What follows belongs to an exercise in optimizing a design on an open flow for small area, a short achievable clock period and few clock cycles; a production flow would make more cautious choices.
The RTL was checked by simulation tests, not by an equivalence proof against the original design.

Setup of the reference run:
Design ex_stage, start of the top module:
module ex_stage #(
  parameter int unsigned DATA_W    = 32,
  parameter int unsigned STALL_IDX = 3
) (
  input  logic              clk,
  input  logic              rst,
  input  logic [5:0]        stall,
  input  logic [4:0]        exALUop,
  input  logic [DATA_W-1:0] exReg1,
  input  logic [DATA_W-1:0] exReg2,
  input  logic [4:0]        exRS1,
  input  logic [4:0]        exRS2,
  input  logic [4:0]        exWriteNum,
  input  logic              exWriteReg,
  input  logic              memWriteReg,
  input  logic [4:0]        memWriteNum,
  input  logic [DATA_W-1:0] memResult,
  input  logic              wbWriteReg,
  input  logic [4:0]        wbWriteNum,
  input  logic [DATA_W-1:0] wbResult,
  output logic [DATA_W-1:0] exResult,
  output logic [4:0]        exWriteNumOut,
  output logic              exWriteRegOut,
  output logic              stallreq
);
clock: 17.0 ns
lec_check: 0
abc_area: 1
cap_margin: 20
core_margin: 2
core_utilization: 50
setup_slack_margin: 5
slew_margin: 20
standard.sh (not shown) runs the stock make flow with config.mk's settings and CLKGATE_MAP_FILE= SYNTH_SCRIPT=/design/flow/synth_recipe.tcl, a recipe that flattens the netlist after the stock synthesis.
==> flow/flow/run.sh <==
#!/bin/bash
# Own flow: the standard layout (standard.sh, unchanged synthesis and steps), except that
# ports are buffered with plain buf_1 cells (resizable later) instead of delay buffers.
set -euo pipefail
bash standard.sh "BUFFER_PORTS_ARGS=-buffer_cell sky130_fd_sc_hd__buf_1" finish > flow_make.log 2>&1
Testbench counts of the reference run, summed over its fixed seeds: cycles 22,718.
For the trial run, these inputs were changed with respect to the reference run:
==> flow/flow/run.sh <==
#!/bin/bash
# Own flow: the standard layout (standard.sh, unchanged synthesis and steps) with two
# settings changed on make's command line:
#  - ports are buffered with plain buf_1 cells (resizable later) instead of delay buffers.
set -euo pipefail
bash standard.sh SETUP_SLACK_MARGIN=6 \
  "BUFFER_PORTS_ARGS=-buffer_cell sky130_fd_sc_hd__buf_1" finish > flow_make.log 2>&1
-- flow/config.mk --
<<< the reference run, line 13
export SLEW_MARGIN = 20
>>> the trial run, line 13
export SLEW_MARGIN = 20
export TNS_END_PERCENT = 0
[summary]
- The trial run has completed all stages; timing, DRC and antenna checks passed.
- From the reference run to the trial run the numbers moved as follows: number of gates resized after cts went up 23; total of plain and repair buffers excluding clock buffers went down 3.4%; utilization after layout went down 0.70 points.
- On the trial run: met2 routing resource usage after global routing is 1.2 points higher than what the reference run gave.
- Going from the reference run to the trial run, worst hold slack shrinks by 11 ps.
- A master of the slowest instance on the critical path of a311oi_1 is what the trial run shows, while fa_2 belongs to the reference run.
- Of the two candidates, the reference run has the worse design area and the trial run the better one.
- From the reference run to the trial run the numbers moved as follows: global-route usage now larger.
- The placed cell area on the reference run is in line with that on the trial run.
- Going from the reference run to the trial run, the worst setup slack was found to have gone down by 89 ps.

---

== garnet ==
ex_stage, a different RTL version from the one above (not shown whole).
Size: ~4100 cells after synthesis, about 110 flip-flops, about 210 I/O pins.
clock: 17.0 ns
lec_check: 0
abc_area: 1
cap_margin: 0
core_margin: 2
core_utilization: 50
setup_slack_margin: 5
slew_margin: 0
==> flow/flow/run.sh <==
#!/bin/bash
# Own flow: the standard layout (standard.sh, unchanged synthesis and steps), except that
# ports are buffered with plain buf_1 cells (resizable later) instead of delay buffers.
set -euo pipefail
bash standard.sh "BUFFER_PORTS_ARGS=-buffer_cell sky130_fd_sc_hd__buf_1" finish > flow_make.log 2>&1
garnet finished every stage and its layout cleared the timing, DRC and antenna checks.
Testbench counts of garnet, summed over its fixed seeds: cycles 24,059.
Here is what was changed in the inputs of sierra compared with garnet.
Settings: CORE_UTILIZATION: 50 -> 55; CAP_MARGIN: 0 -> 20; TNS_END_PERCENT: unset -> 0; SLEW_MARGIN: 0 -> 20; PLACE_DENSITY: unset -> 0.7.
==> flow/flow/run.sh <==
#!/bin/bash
# Own flow: the standard layout (standard.sh, unchanged synthesis and steps) with two
# settings changed on make's command line:
#  - ports are buffered with plain buf_1 cells (resizable later) instead of delay buffers.
set -euo pipefail
bash standard.sh SETUP_SLACK_MARGIN=8 \
  "BUFFER_PORTS_ARGS=-buffer_cell sky130_fd_sc_hd__buf_1" finish > flow_make.log 2>&1
## What came out
met4 as the uppermost metal layer occupied by signal nets was reported by garnet, and met5 by sierra. On synthesized cell count, sierra and garnet are neck and neck. Vias: sierra more than garnet. In sierra the maximum frequency from static timing analysis turned out 1.3% lower than in garnet. Comparing sierra with garnet, the fraction of area in clock buffers and inverters came out essentially unchanged.

---

== build 24 ==
ex_stage, a different RTL version from the one above (not shown whole).
Size in the first run: ~29000 um^2 of cells after synthesis.
clock: 17.0 ns
lec_check: 0
abc_area: 1
cap_margin: 20
core_margin: 2
core_utilization: 55
place_density: 0.7
setup_slack_margin: 5
slew_margin: 20
tns_end_percent: 0
==> flow/flow/run.sh <==
#!/bin/bash
# Own flow: the standard layout (standard.sh, unchanged synthesis and steps) with two
# settings changed on make's command line:
#  - ports are buffered with plain buf_1 cells (resizable later) instead of delay buffers.
set -euo pipefail
bash standard.sh SETUP_SLACK_MARGIN=8 \
  "BUFFER_PORTS_ARGS=-buffer_cell sky130_fd_sc_hd__buf_1" finish > flow_make.log 2>&1
Build 24 completed end to end with timing, DRC and antenna clean.
Testbench counts of build 24, summed over its fixed seeds: cycles 23,222.
[inputs] build 96 vs build 24
- a change of CORE_UTILIZATION from 55 to 50
- a deleted TNS_END_PERCENT that had been 0
- a deleted PLACE_DENSITY that had been 0.7
==> flow/flow/run.sh <==
#!/bin/bash
# Own flow: the standard layout (standard.sh, unchanged synthesis and steps), except that
# ports are buffered with plain buf_1 cells (resizable later) instead of delay buffers.
set -euo pipefail
bash standard.sh "BUFFER_PORTS_ARGS=-buffer_cell sky130_fd_sc_hd__buf_1" finish > flow_make.log 2>&1
[summary]
- Looking only at buffers inserted during post-CTS setup optimization, and setting everything else aside, the higher value of build 96 and build 24 goes to build 24.
- Between build 96 and build 24, the difference in final cell count is negligible.
- Build 96 improves on build 24 in wire length of the first global-routing pass.
- The tightest slew margin relative to the limit number comes out lower for build 96 vs build 24.

==> separate check: timing with driven ports <==
How much do the figures lean on ideal ports? The routed layouts below were timed once more, with nothing changed but the port constraints. Step 1 assumes that a clkbuf_16 drives the clock port and a buf_2 every other input. Step 2, shift: input delay + t, output delay - t, t = (earliest + latest rising clock arrival at the registers) / 2. This alone moves slack from input paths to output paths. Slacks: ideal ports / drivers / drivers and shift; pairs: ideal ports / drivers.
| run | t (ns) | setup slack, ns | hold WS [ns] | clock arrival spread, ns |
|---|---|---|---|---|
| the reference run | 0.417 | 5.166 / 5.112 / 5.112 | 0.554 / 0.554 / 0.554 | 0.015 / 0.015 |
| the trial run | 0.410 | 5.077 / 5.053 / 5.053 | 0.542 / 0.542 / 0.542 | 0.020 / 0.020 |
| garnet | 0.419 | 5.083 / 5.055 / 5.055 | 0.535 / 0.535 / 0.535 | 0.011 / 0.011 |
| sierra | 0.419 | 4.928 / 4.905 / 4.905 | 0.562 / 0.562 / 0.562 | 0.013 / 0.013 |
| build 24 | 0.420 | 5.598 / 5.570 / 5.570 | 0.535 / 0.535 / 0.535 | 0.009 / 0.010 |
| build 96 | 0.424 | 5.121 / 5.095 / 5.095 | 0.535 / 0.535 / 0.535 | 0.013 / 0.014 |
After both steps every run listed still meets setup and hold. For the reference run, which loses most, drivers alone change the setup slack by -0.054 ns; drivers and shift together by -0.054 ns.
